Background: an optimization exercise with open tools, aiming at small area and a short achievable clock period. Do not read the settings as production practice. At most, simulation tests tie the RTL to the original design; equivalence was not proved.

==> inputs of 12-12 <==
==> flow/design.v <==
package dma_write_pkg;
    typedef logic [4-1:0]            id_t;
    typedef logic [32-1:0]          addr_t;
    typedef logic [8-1:0]           len_t;
    typedef logic [64-1:0]          data_t;
    typedef logic [2-1:0]          resp_t;
    typedef logic [8-1:0]     issue_cnt_t;
    typedef logic [5:0]                         regadr_t;
    typedef logic [32-1:0]    axi4l_data_t;
    typedef logic [32/8-1:0]  axi4l_strb_t;
    typedef struct packed {
        id_t    id;
        addr_t  addr;
        len_t   len;
    } aw_req_t;
    typedef struct packed {
        logic   last;
        data_t  data;
    } w_beat_t;
endpackage
module dma_sync_fifo #(
    parameter int  WIDTH     = 1,
    parameter int  PTR_BITS  = 3
) (
    input  logic     s_axi4l,
    input  logic     rst,
    input  logic [WIDTH-1:0] s_data,
    input  logic     s_valid,
    output logic     s_ready,
    output logic [WIDTH-1:0] m_data,
    output logic     m_valid,
    input  logic     m_ready
);
    localparam int DEPTH = 1 << PTR_BITS;
    logic [WIDTH-1:0]    mem [0:DEPTH-1];
    logic [PTR_BITS-1:0] wr_ptr;
    logic [PTR_BITS-1:0] rd_ptr;
    logic [PTR_BITS:0]   count;
    logic [PTR_BITS:0]   count_next;
    logic                mem_empty;
    logic                mem_full;
    logic                push;
    logic                load;
    logic                wr_inc;
    logic                rd_inc;
    logic [WIDTH-1:0]    rd_word;
    assign mem_full = count[PTR_BITS];
    assign s_ready = !mem_full;
    assign push    = s_valid && !mem_full;
    assign load    = !m_valid || m_ready;
    assign wr_inc  = push && !(mem_empty && load);
    assign rd_inc  = load && !mem_empty;
    always_ff @(posedge s_axi4l) begin
        for (int i = 0; i < DEPTH; i++) begin
            if (!mem_full && wr_ptr == PTR_BITS'(i)) begin
                mem[i] <= s_data;
            end
        end
    end
    always_comb begin
        rd_word = {WIDTH{mem_empty}} & s_data;
        for (int i = 0; i < DEPTH; i++) begin
            rd_word = rd_word | ({WIDTH{!mem_empty && rd_ptr == PTR_BITS'(i)}} & mem[i]);
        end
    end
    always_ff @(posedge s_axi4l) begin
        if (load) begin
            m_data <= rd_word;
        end
    end
    assign count_next = count + (PTR_BITS+1)'(wr_inc) - (PTR_BITS+1)'(rd_inc);
    always_ff @(posedge s_axi4l) begin
        if (rst) begin
            wr_ptr    <= '0;
            rd_ptr    <= '0;
            count     <= '0;
            mem_empty <= 1'b1;
            m_valid   <= 1'b0;
        end else begin
            if (wr_inc) begin
                wr_ptr <= wr_ptr + 1'b1;
            end
            if (rd_inc) begin
                rd_ptr <= rd_ptr + 1'b1;
            end
            count     <= count_next;
            mem_empty <= (count_next == '0);
            if (load) begin
                m_valid <= !mem_empty || push;
            end
        end
    end
endmodule
module dma_write_regs (
    input  logic                              s_axi4l,
    input  logic                              rst,
    input  logic [8-1:0]   axi4l_awaddr,
    input  logic                              axi4l_awvalid,
    output logic                              axi4l_awready,
    input  dma_write_pkg::axi4l_data_t        axi4l_wdata,
    input  dma_write_pkg::axi4l_strb_t        axi4l_wstrb,
    input  logic                              axi4l_wvalid,
    output logic                              axi4l_wready,
    output dma_write_pkg::resp_t              axi4l_bresp,
    output logic                              axi4l_bvalid,
    input  logic                              axi4l_bready,
    input  logic [8-1:0]   axi4l_araddr,
    input  logic                              axi4l_arvalid,
    output logic                              axi4l_arready,
    output dma_write_pkg::axi4l_data_t        axi4l_rdata,
    output dma_write_pkg::resp_t              axi4l_rresp,
    output logic                              axi4l_rvalid,
    input  logic                              axi4l_rready,
    output dma_write_pkg::aw_req_t            req,
    output logic                              req_valid,
    input  logic                              req_ready,
    output dma_write_pkg::len_t               len,
    output logic                              len_valid,
    input  logic                              len_ready,
    input  dma_write_pkg::resp_t              m_bresp,
    input  logic                              m_bvalid,
    output logic                              m_bready
);
    dma_write_pkg::id_t          reg_awid;
    dma_write_pkg::addr_t        reg_awaddr;
    dma_write_pkg::len_t         reg_awlen;
    logic         aw_pending;
    logic         len_pending;
    logic         resp_error;
    dma_write_pkg::issue_cnt_t   issue_cnt;
    dma_write_pkg::issue_cnt_t   issue_cnt_next;
    dma_write_pkg::regadr_t      regadr_wr;
    dma_write_pkg::regadr_t      regadr_rd;
    logic         wr_en;
    logic         rd_en;
    logic         launch;
    logic         resp_accept;
    function automatic dma_write_pkg::axi4l_data_t write_mask(
        input dma_write_pkg::axi4l_data_t org,
        input dma_write_pkg::axi4l_data_t data,
        input dma_write_pkg::axi4l_strb_t strb
    );
        dma_write_pkg::axi4l_data_t result;
        for (int i = 0; i < 32; i++) begin
            result[i] = strb[i/8] ? data[i] : org[i];
        end
        write_mask = result;
    endfunction
    assign regadr_wr = (6)'(axi4l_awaddr >> 2);
    assign regadr_rd = (6)'(axi4l_araddr >> 2);
    assign axi4l_awready = axi4l_awvalid && axi4l_wvalid && (!axi4l_bvalid || axi4l_bready);
    assign axi4l_wready  = axi4l_awready;
    assign axi4l_bresp   = '0;
    assign wr_en  = axi4l_awvalid && axi4l_awready;
    assign launch = wr_en && (regadr_wr == 6'h11);
    always_ff @(posedge s_axi4l) begin
        if (rst) begin
            axi4l_bvalid <= 1'b0;
        end else if (wr_en) begin
            axi4l_bvalid <= 1'b1;
        end else if (axi4l_bready) begin
            axi4l_bvalid <= 1'b0;
        end
    end
    assign resp_accept    = m_bvalid && m_bready;
    assign issue_cnt_next = issue_cnt + (8)'(launch) - (8)'(resp_accept);
    always_ff @(posedge s_axi4l) begin
        if (rst) begin
            reg_awid    <= '0;
            reg_awaddr  <= '0;
            reg_awlen   <= '0;
            aw_pending  <= 1'b0;
            len_pending <= 1'b0;
            resp_error  <= 1'b0;
            issue_cnt   <= '0;
        end else begin
            if (req_valid && req_ready) begin
                aw_pending <= 1'b0;
            end
            if (len_valid && len_ready) begin
                len_pending <= 1'b0;
            end
            if (wr_en) begin
                case (regadr_wr)
                    6'h08: begin
                        resp_error <= 1'b0;
                    end
                    6'h10: begin
                        reg_awid <= (4)'(write_mask((32)'(reg_awid),
                                                     axi4l_wdata, axi4l_wstrb));
                    end
                    6'h11: begin
                        reg_awaddr  <= (32)'(write_mask((32)'(reg_awaddr),
                                                          axi4l_wdata, axi4l_wstrb));
                        aw_pending  <= 1'b1;
                        len_pending <= 1'b1;
                    end
                    6'h12: begin
                        reg_awlen <= (8)'(write_mask((32)'(reg_awlen),
                                                       axi4l_wdata, axi4l_wstrb));
                    end
                    default: ;
                endcase
            end
            if (resp_accept && m_bresp != '0) begin
                resp_error <= 1'b1;
            end
            issue_cnt <= issue_cnt_next;
        end
    end
    assign req       = {reg_awid, reg_awaddr, reg_awlen};
    assign req_valid = aw_pending;
    assign len       = reg_awlen;
    assign len_valid = len_pending;
    assign m_bready  = (issue_cnt != '0);
    assign axi4l_arready = !axi4l_rvalid || axi4l_rready;
    assign axi4l_rresp   = '0;
    assign rd_en         = axi4l_arvalid && axi4l_arready;
    always_ff @(posedge s_axi4l) begin
        if (rd_en) begin
            case (regadr_rd)
                6'h00:   axi4l_rdata <= 32'hd3a0_0101;
                6'h08:    axi4l_rdata <= (32)'({resp_error, len_pending,
                                                                  aw_pending});
                6'h09: axi4l_rdata <= (32)'(issue_cnt);
                6'h10:      axi4l_rdata <= (32)'(reg_awid);
                6'h11:    axi4l_rdata <= (32)'(reg_awaddr);
                6'h12:     axi4l_rdata <= (32)'(reg_awlen);
                default:            axi4l_rdata <= '0;
            endcase
        end
    end
    always_ff @(posedge s_axi4l) begin
        if (rst) begin
            axi4l_rvalid <= 1'b0;
        end else if (rd_en) begin
            axi4l_rvalid <= 1'b1;
        end else if (axi4l_rready) begin
            axi4l_rvalid <= 1'b0;
        end
    end
endmodule
module dma_wlast_gen (
    input  logic                     s_axi4l,
    input  logic                     rst,
    input  dma_write_pkg::len_t      len,
    input  logic                     len_valid,
    output logic                     len_ready,
    input  dma_write_pkg::data_t     axi4s_tdata,
    input  logic                     axi4s_tvalid,
    output logic                     axi4s_tready,
    output dma_write_pkg::w_beat_t   beat,
    output logic                     beat_valid,
    input  logic                     beat_ready
);
    logic   active;
    dma_write_pkg::len_t   remain;
    logic   last;
    logic   accept;
    assign accept = axi4s_tvalid && axi4s_tready;
    assign len_ready = !active || (last && accept);
    always_ff @(posedge s_axi4l) begin
        if (rst) begin
            active <= 1'b0;
            remain <= '0;
            last   <= 1'b0;
        end else if (len_ready) begin
            active <= len_valid;
            remain <= len - 1'b1;
            last   <= (len == '0);
        end else if (accept) begin
            remain <= remain - 1'b1;
            last   <= (remain == '0);
        end
    end
    assign axi4s_tready = beat_ready && active;
    assign beat_valid   = axi4s_tvalid && active;
    assign beat         = {last, axi4s_tdata};
endmodule
module dma_write (
    input  logic                              s_axi4l,
    input  logic                              rst,
    input  logic [8-1:0]   axi4l_awaddr,
    input  logic                              axi4l_awvalid,
    output logic                              axi4l_awready,
    input  dma_write_pkg::axi4l_data_t        axi4l_wdata,
    input  dma_write_pkg::axi4l_strb_t        axi4l_wstrb,
    input  logic                              axi4l_wvalid,
    output logic                              axi4l_wready,
    output dma_write_pkg::resp_t              axi4l_bresp,
    output logic                              axi4l_bvalid,
    input  logic                              axi4l_bready,
    input  logic [8-1:0]   axi4l_araddr,
    input  logic                              axi4l_arvalid,
    output logic                              axi4l_arready,
    output dma_write_pkg::axi4l_data_t        axi4l_rdata,
    output dma_write_pkg::resp_t              axi4l_rresp,
    output logic                              axi4l_rvalid,
    input  logic                              axi4l_rready,
    input  dma_write_pkg::data_t              axi4s_tdata,
    input  logic                              axi4s_tvalid,
    output logic                              axi4s_tready,
    output dma_write_pkg::id_t                m_awid,
    output dma_write_pkg::addr_t              m_awaddr,
    output dma_write_pkg::len_t               m_awlen,
    output logic                              m_awvalid,
    input  logic                              m_awready,
    output dma_write_pkg::data_t              m_wdata,
    output logic                              m_wlast,
    output logic                              m_wvalid,
    input  logic                              m_wready,
    input  dma_write_pkg::resp_t              m_bresp,
    input  logic                              m_bvalid,
    output logic                              m_bready
);
    dma_write_pkg::aw_req_t    req;
    logic       req_valid;
    logic       req_ready;
    dma_write_pkg::aw_req_t    aw_out;
    dma_write_pkg::len_t       len;
    logic       len_valid;
    logic       len_ready;
    dma_write_pkg::len_t       lfifo_len;
    logic       lfifo_valid;
    logic       lfifo_ready;
    dma_write_pkg::w_beat_t    beat;
    logic       beat_valid;
    logic       beat_ready;
    dma_write_pkg::w_beat_t    w_out;
    dma_write_regs i_regs (
        .s_axi4l, .rst,
        .axi4l_awaddr, .axi4l_awvalid, .axi4l_awready,
        .axi4l_wdata, .axi4l_wstrb, .axi4l_wvalid, .axi4l_wready,
        .axi4l_bresp, .axi4l_bvalid, .axi4l_bready,
        .axi4l_araddr, .axi4l_arvalid, .axi4l_arready,
        .axi4l_rdata, .axi4l_rresp, .axi4l_rvalid, .axi4l_rready,
        .req, .req_valid, .req_ready,
        .len, .len_valid, .len_ready,
        .m_bresp, .m_bvalid, .m_bready
    );
    dma_sync_fifo #(.WIDTH(4 + 32 + 8), .PTR_BITS(3)) i_aw_fifo (
        .s_axi4l, .rst,
        .s_data(req), .s_valid(req_valid), .s_ready(req_ready),
        .m_data(aw_out), .m_valid(m_awvalid), .m_ready(m_awready)
    );
    dma_sync_fifo #(.WIDTH(8), .PTR_BITS(3)) i_len_fifo (
        .s_axi4l, .rst,
        .s_data(len), .s_valid(len_valid), .s_ready(len_ready),
        .m_data(lfifo_len), .m_valid(lfifo_valid), .m_ready(lfifo_ready)
    );
    dma_wlast_gen i_wlast_gen (
        .s_axi4l, .rst,
        .len(lfifo_len), .len_valid(lfifo_valid), .len_ready(lfifo_ready),
        .axi4s_tdata, .axi4s_tvalid, .axi4s_tready,
        .beat, .beat_valid, .beat_ready
    );
    dma_sync_fifo #(.WIDTH(1 + 64), .PTR_BITS(4)) i_w_fifo (
        .s_axi4l, .rst,
        .s_data(beat), .s_valid(beat_valid), .s_ready(beat_ready),
        .m_data(w_out), .m_valid(m_wvalid), .m_ready(m_wready)
    );
    assign m_awid   = aw_out.id;
    assign m_awaddr = aw_out.addr;
    assign m_awlen  = aw_out.len;
    assign m_wdata  = w_out.data;
    assign m_wlast  = w_out.last;
endmodule
==> flow/run.sh <==
#!/bin/bash
# synth_recipe.tcl (not shown) runs the flow's synth.tcl, then flattens the netlist and writes it again
# the make line also repeats each setting of config.mk as NAME=value (left out here)
make -C /OpenROAD-flow-scripts/flow DESIGN_CONFIG=/design/flow/config.mk WORK_HOME=/design/flow/orfs CLKGATE_MAP_FILE= SYNTH_SCRIPT=/design/flow/synth_recipe.tcl finish
==> flow/config.mk <==
export PLATFORM = sky130hd
export DESIGN_NAME = dma_write
export DESIGN_NICKNAME = dma_write
export VERILOG_FILES = /design/flow/design.v
export SDC_FILE = /design/flow/constraint.sdc
export NUM_CORES = 4
export LEC_CHECK = 0
export CAP_MARGIN = 20
export CORE_MARGIN = 2
export CORE_UTILIZATION = 50
export SETUP_SLACK_MARGIN = 1.4
export SLEW_MARGIN = 20
==> flow/constraint.sdc <==
create_clock -name core_clock -period 3.2 [get_ports {s_axi4l}]
set_input_delay 0.6400 -clock core_clock [delete_from_list [all_inputs] [get_ports {s_axi4l}]]
set_output_delay 0.6400 -clock core_clock [all_outputs]
set_load 0.01 [all_outputs]
==> 01-05 (differences from 12-12) <==
--- a/flow/design.v
+++ b/flow/design.v
@@ -28,4 +28,5 @@
     input  logic     s_valid,
     output logic     s_ready,
+    output logic     s_ready_next,
     output logic [WIDTH-1:0] m_data,
     output logic     m_valid,
@@ -34,16 +35,17 @@
     localparam int DEPTH = 1 << PTR_BITS;
     logic [WIDTH-1:0]    mem [0:DEPTH-1];
-    logic [PTR_BITS-1:0] wr_ptr;
-    logic [PTR_BITS-1:0] rd_ptr;
-    logic [PTR_BITS:0]   count;
-    logic [PTR_BITS:0]   count_next;
+    logic [DEPTH-1:0]    wr_sel;
+    logic [DEPTH-1:0]    rd_sel;
     logic                mem_empty;
     logic                mem_full;
+    logic                one_left;
+    logic                one_free;
     logic                push;
     logic                load;
     logic                wr_inc;
     logic                rd_inc;
+    logic                empty_next;
+    logic                full_next;
     logic [WIDTH-1:0]    rd_word;
-    assign mem_full = count[PTR_BITS];
     assign s_ready = !mem_full;
     assign push    = s_valid && !mem_full;
@@ -53,5 +55,5 @@
     always_ff @(posedge s_axi4l) begin
         for (int i = 0; i < DEPTH; i++) begin
-            if (!mem_full && wr_ptr == PTR_BITS'(i)) begin
+            if (!mem_full && wr_sel[i]) begin
                 mem[i] <= s_data;
             end
@@ -59,31 +61,37 @@
     end
     always_comb begin
-        rd_word = {WIDTH{mem_empty}} & s_data;
+        rd_word = '0;
         for (int i = 0; i < DEPTH; i++) begin
-            rd_word = rd_word | ({WIDTH{!mem_empty && rd_ptr == PTR_BITS'(i)}} & mem[i]);
+            rd_word = rd_word | ({WIDTH{rd_sel[i]}} & mem[i]);
         end
     end
     always_ff @(posedge s_axi4l) begin
-        if (load) begin
-            m_data <= rd_word;
+        if (rst) begin
+            m_data <= '0;
+        end else if (load) begin
+            m_data <= mem_empty ? s_data : rd_word;
         end
     end
-    assign count_next = count + (PTR_BITS+1)'(wr_inc) - (PTR_BITS+1)'(rd_inc);
+    assign one_left   = |({rd_sel[DEPTH-2:0], rd_sel[DEPTH-1]} & wr_sel);
+    assign one_free   = |({wr_sel[DEPTH-2:0], wr_sel[DEPTH-1]} & rd_sel);
+    assign empty_next = mem_empty ? !wr_inc : (one_left && rd_inc && !wr_inc);
+    assign full_next  = mem_full  ? !rd_inc : (one_free && wr_inc && !rd_inc);
+    assign s_ready_next = !full_next;
     always_ff @(posedge s_axi4l) begin
         if (rst) begin
-            wr_ptr    <= '0;
-            rd_ptr    <= '0;
-            count     <= '0;
+            wr_sel    <= DEPTH'(1);
+            rd_sel    <= DEPTH'(1);
             mem_empty <= 1'b1;
+            mem_full  <= 1'b0;
             m_valid   <= 1'b0;
         end else begin
             if (wr_inc) begin
-                wr_ptr <= wr_ptr + 1'b1;
+                wr_sel <= {wr_sel[DEPTH-2:0], wr_sel[DEPTH-1]};
             end
             if (rd_inc) begin
-                rd_ptr <= rd_ptr + 1'b1;
+                rd_sel <= {rd_sel[DEPTH-2:0], rd_sel[DEPTH-1]};
             end
-            count     <= count_next;
-            mem_empty <= (count_next == '0);
+            mem_empty <= empty_next;
+            mem_full  <= full_next;
             if (load) begin
                 m_valid <= !mem_empty || push;
@@ -130,4 +138,7 @@
     dma_write_pkg::issue_cnt_t   issue_cnt;
     dma_write_pkg::issue_cnt_t   issue_cnt_next;
+    dma_write_pkg::issue_cnt_t   issue_cnt_inc;
+    dma_write_pkg::issue_cnt_t   issue_cnt_dec;
+    logic         bready_next;
     dma_write_pkg::regadr_t      regadr_wr;
     dma_write_pkg::regadr_t      regadr_rd;
@@ -164,5 +175,23 @@
     end
     assign resp_accept    = m_bvalid && m_bready;
-    assign issue_cnt_next = issue_cnt + (8)'(launch) - (8)'(resp_accept);
+    always_comb begin
+        logic carry;
+        logic borrow;
+        carry  = 1'b1;
+        borrow = 1'b1;
+        for (int i = 0; i < 8; i++) begin
+            issue_cnt_inc[i] = issue_cnt[i] ^ carry;
+            issue_cnt_dec[i] = issue_cnt[i] ^ borrow;
+            carry            = carry & issue_cnt[i];
+            borrow           = borrow & !issue_cnt[i];
+        end
+    end
+    always_comb begin
+        case ({launch, resp_accept})
+            2'b10:   begin issue_cnt_next = issue_cnt_inc; bready_next = (issue_cnt != '1); end
+            2'b01:   begin issue_cnt_next = issue_cnt_dec; bready_next = (issue_cnt != (8)'(1)); end
+            default: begin issue_cnt_next = issue_cnt;     bready_next = (issue_cnt != '0); end
+        endcase
+    end
     always_ff @(posedge s_axi4l) begin
         if (rst) begin
@@ -174,4 +203,5 @@
             resp_error  <= 1'b0;
             issue_cnt   <= '0;
+            m_bready    <= 1'b0;
         end else begin
             if (req_valid && req_ready) begin
@@ -207,4 +237,5 @@
             end
             issue_cnt <= issue_cnt_next;
+            m_bready  <= bready_next;
         end
     end
@@ -213,10 +244,11 @@
     assign len       = reg_awlen;
     assign len_valid = len_pending;
-    assign m_bready  = (issue_cnt != '0);
     assign axi4l_arready = !axi4l_rvalid || axi4l_rready;
     assign axi4l_rresp   = '0;
     assign rd_en         = axi4l_arvalid && axi4l_arready;
     always_ff @(posedge s_axi4l) begin
-        if (rd_en) begin
+        if (rst) begin
+            axi4l_rdata <= '0;
+        end else if (rd_en) begin
             case (regadr_rd)
                 6'h00:   axi4l_rdata <= 32'hd3a0_0101;
@@ -252,27 +284,42 @@
     output dma_write_pkg::w_beat_t   beat,
     output logic                     beat_valid,
-    input  logic                     beat_ready
+    input  logic                     beat_ready,
+    input  logic                     beat_ready_next
 );
     logic   active;
-    dma_write_pkg::len_t   remain;
+    logic   active_next;
+    dma_write_pkg::len_t   remain;      
+    dma_write_pkg::len_t   remain_dec;
     logic   last;
     logic   accept;
     assign accept = axi4s_tvalid && axi4s_tready;
-    assign len_ready = !active || (last && accept);
+    assign len_ready   = !active || (last && accept);
+    assign active_next = len_ready ? len_valid : active;
+    always_comb begin
+        logic borrow;
+        borrow = 1'b1;
+        for (int i = 0; i < 8; i++) begin
+            remain_dec[i] = remain[i] ^ borrow;
+            borrow        = borrow & !remain[i];
+        end
+    end
     always_ff @(posedge s_axi4l) begin
         if (rst) begin
-            active <= 1'b0;
-            remain <= '0;
-            last   <= 1'b0;
-        end else if (len_ready) begin
-            active <= len_valid;
-            remain <= len - 1'b1;
-            last   <= (len == '0);
-        end else if (accept) begin
-            remain <= remain - 1'b1;
-            last   <= (remain == '0);
+            active       <= 1'b0;
+            remain       <= '0;
+            last         <= 1'b0;
+            axi4s_tready <= 1'b0;
+        end else begin
+            if (len_ready) begin
+                active <= len_valid;
+                remain <= len;
+                last   <= (len == '0);
+            end else if (accept) begin
+                remain <= remain_dec;
+                last   <= (remain == (8)'(1));
+            end
+            axi4s_tready <= beat_ready_next && active_next;
         end
     end
-    assign axi4s_tready = beat_ready && active;
     assign beat_valid   = axi4s_tvalid && active;
     assign beat         = {last, axi4s_tdata};
@@ -327,4 +374,5 @@
     logic       beat_valid;
     logic       beat_ready;
+    logic       beat_ready_next;
     dma_write_pkg::w_beat_t    w_out;
     dma_write_regs i_regs (
@@ -341,10 +389,10 @@
     dma_sync_fifo #(.WIDTH(4 + 32 + 8), .PTR_BITS(3)) i_aw_fifo (
         .s_axi4l, .rst,
-        .s_data(req), .s_valid(req_valid), .s_ready(req_ready),
+        .s_data(req), .s_valid(req_valid), .s_ready(req_ready), .s_ready_next(),
         .m_data(aw_out), .m_valid(m_awvalid), .m_ready(m_awready)
     );
     dma_sync_fifo #(.WIDTH(8), .PTR_BITS(3)) i_len_fifo (
         .s_axi4l, .rst,
-        .s_data(len), .s_valid(len_valid), .s_ready(len_ready),
+        .s_data(len), .s_valid(len_valid), .s_ready(len_ready), .s_ready_next(),
         .m_data(lfifo_len), .m_valid(lfifo_valid), .m_ready(lfifo_ready)
     );
@@ -353,9 +401,9 @@
         .len(lfifo_len), .len_valid(lfifo_valid), .len_ready(lfifo_ready),
         .axi4s_tdata, .axi4s_tvalid, .axi4s_tready,
-        .beat, .beat_valid, .beat_ready
+        .beat, .beat_valid, .beat_ready, .beat_ready_next
     );
     dma_sync_fifo #(.WIDTH(1 + 64), .PTR_BITS(4)) i_w_fifo (
         .s_axi4l, .rst,
-        .s_data(beat), .s_valid(beat_valid), .s_ready(beat_ready),
+        .s_data(beat), .s_valid(beat_valid), .s_ready(beat_ready), .s_ready_next(beat_ready_next),
         .m_data(w_out), .m_valid(m_wvalid), .m_ready(m_wready)
     );
==> flow/flow/run.sh (new file) <==
#!/bin/bash
set -euo pipefail
bash standard.sh "BUFFER_PORTS_ARGS=-buffer_cell sky130_fd_sc_hd__buf_2" finish > make_flow.log 2>&1
==> flow/standard.sh (new file) <==
#!/bin/bash
# synth_recipe.tcl (not shown) runs the flow's synth.tcl, then flattens the netlist and writes it again
# the make line also repeats each setting of config.mk as NAME=value (left out here)
make -C /OpenROAD-flow-scripts/flow DESIGN_CONFIG=/design/flow/config.mk WORK_HOME=/design/flow/orfs CLKGATE_MAP_FILE= SYNTH_SCRIPT=/design/flow/synth_recipe.tcl "${@:-finish}"
CORE_UTILIZATION = 55   (was 50)
CTS_CLUSTER_DIAMETER = 120   (was unset)
CTS_CLUSTER_SIZE = 24   (was unset)
SETUP_SLACK_MARGIN = 1.3   (was 1.4)
removed: flow/run.sh
==> 05-23 (differences from 12-12) <==
--- a/flow/design.v
+++ b/flow/design.v
@@ -34,57 +34,41 @@
     localparam int DEPTH = 1 << PTR_BITS;
     logic [WIDTH-1:0]    mem [0:DEPTH-1];
-    logic [PTR_BITS-1:0] wr_ptr;
-    logic [PTR_BITS-1:0] rd_ptr;
-    logic [PTR_BITS:0]   count;
-    logic [PTR_BITS:0]   count_next;
+    logic [PTR_BITS:0]   wr_ptr;
+    logic [PTR_BITS:0]   rd_ptr;
     logic                mem_empty;
     logic                mem_full;
     logic                push;
     logic                load;
-    logic                wr_inc;
-    logic                rd_inc;
-    logic [WIDTH-1:0]    rd_word;
-    assign mem_full = count[PTR_BITS];
+    logic                bypass;
+    assign mem_empty = (wr_ptr == rd_ptr);
+    assign mem_full  = (wr_ptr[PTR_BITS] != rd_ptr[PTR_BITS]) &&
+                       (wr_ptr[PTR_BITS-1:0] == rd_ptr[PTR_BITS-1:0]);
     assign s_ready = !mem_full;
-    assign push    = s_valid && !mem_full;
+    assign push    = s_valid && s_ready;
     assign load    = !m_valid || m_ready;
-    assign wr_inc  = push && !(mem_empty && load);
-    assign rd_inc  = load && !mem_empty;
+    assign bypass  = push && mem_empty && load;
     always_ff @(posedge s_axi4l) begin
-        for (int i = 0; i < DEPTH; i++) begin
-            if (!mem_full && wr_ptr == PTR_BITS'(i)) begin
-                mem[i] <= s_data;
-            end
-        end
-    end
-    always_comb begin
-        rd_word = {WIDTH{mem_empty}} & s_data;
-        for (int i = 0; i < DEPTH; i++) begin
-            rd_word = rd_word | ({WIDTH{!mem_empty && rd_ptr == PTR_BITS'(i)}} & mem[i]);
+        if (push && !bypass) begin
+            mem[wr_ptr[PTR_BITS-1:0]] <= s_data;
         end
     end
     always_ff @(posedge s_axi4l) begin
         if (load) begin
-            m_data <= rd_word;
+            m_data <= mem_empty ? s_data : mem[rd_ptr[PTR_BITS-1:0]];
         end
     end
-    assign count_next = count + (PTR_BITS+1)'(wr_inc) - (PTR_BITS+1)'(rd_inc);
     always_ff @(posedge s_axi4l) begin
         if (rst) begin
-            wr_ptr    <= '0;
-            rd_ptr    <= '0;
-            count     <= '0;
-            mem_empty <= 1'b1;
-            m_valid   <= 1'b0;
+            wr_ptr  <= '0;
+            rd_ptr  <= '0;
+            m_valid <= 1'b0;
         end else begin
-            if (wr_inc) begin
+            if (push && !bypass) begin
                 wr_ptr <= wr_ptr + 1'b1;
             end
-            if (rd_inc) begin
-                rd_ptr <= rd_ptr + 1'b1;
-            end
-            count     <= count_next;
-            mem_empty <= (count_next == '0);
             if (load) begin
+                if (!mem_empty) begin
+                    rd_ptr <= rd_ptr + 1'b1;
+                end
                 m_valid <= !mem_empty || push;
             end
SETUP_SLACK_MARGIN = 0.6   (was 1.4)
==> flow_summary.ini <==
[synthesis]
ys_top_cells_by_count = edfxtp_1 (1,605), mux4_2 (429), nand2_1 (117)
yosys.area_share.adder_pct = 0.430

[status]
outcome = no timing/DRC/antenna violations

[die]
fp-row-count = 133

[power]
p_sw_mw = 10.9

[critical_path]
cp.required_ns = 3.66

[hold_path]
whs_path_depth = 2

[finish]
clk_share_pct = 7.21
That was 05-23.
==> flow_summary.ini <==
[status]
outcome = no timing/DRC/antenna violations

[finish]
clk_share_pct = 3.33

[power]
p_sw_mw = 7.61

[critical_path]
cp.required_ns = 3.83

[hold_path]
whs_path_depth = 3

[synthesis]
ys_top_cells_by_count = edfxtp_1 (1,456), a221oi_1 (357), a22o_1 (321)
That was 01-05.
==> flow_summary.ini <==
[hold_path]
whs_path_depth = 2

[synthesis]
ys_top_cells_by_count = edfxtp_1 (1,605), a22oi_1 (279), mux2i_1 (215)
yosys.area_share.adder_pct = 1.22

[die]
fp-row-count = 132

[critical_path]
cp_num_buf_inv = 3
arrival_ns = 2.98
cp.required_ns = 3.74

[status]
outcome = no timing/DRC/antenna violations
That was 12-12.
Function not checked in 12-12 and 01-05: the RTL went through the layout flow alone.

-- what the ideal ports hide --
In the flow no input, the clock included, has a driving cell. The finished layouts below were timed again as built, in two steps.
Step 1, drivers: a clkbuf_16 drives s_axi4l and a buf_2 each remaining input, both assumed.
Step 2 adds t to the input delays and takes it off the output delays; t is the mean of the earliest and latest rising clock arrival at the registers after step 1. Input paths then give back, and output paths get back, about the clock's delay inside the block.
Three values: ideal, step 1, step 2; two values: the first two.
run	t (ns)	setup slack, ns	hold slack, ns
12-12	0.887	0.761 / 0.761 / 0.122	0.301 / 0.247 / 0.504
01-05	0.768	1.045 / 1.045 / 0.341	0.193 / 0.143 / 0.457
05-23	0.860	0.526 / 0.470 / 0.042	0.340 / 0.282 / 0.447
After both steps setup and hold are still met in every run listed. For 01-05, which loses most, drivers alone change the setup slack by 0.000 ns; drivers and shift together by -0.704 ns.
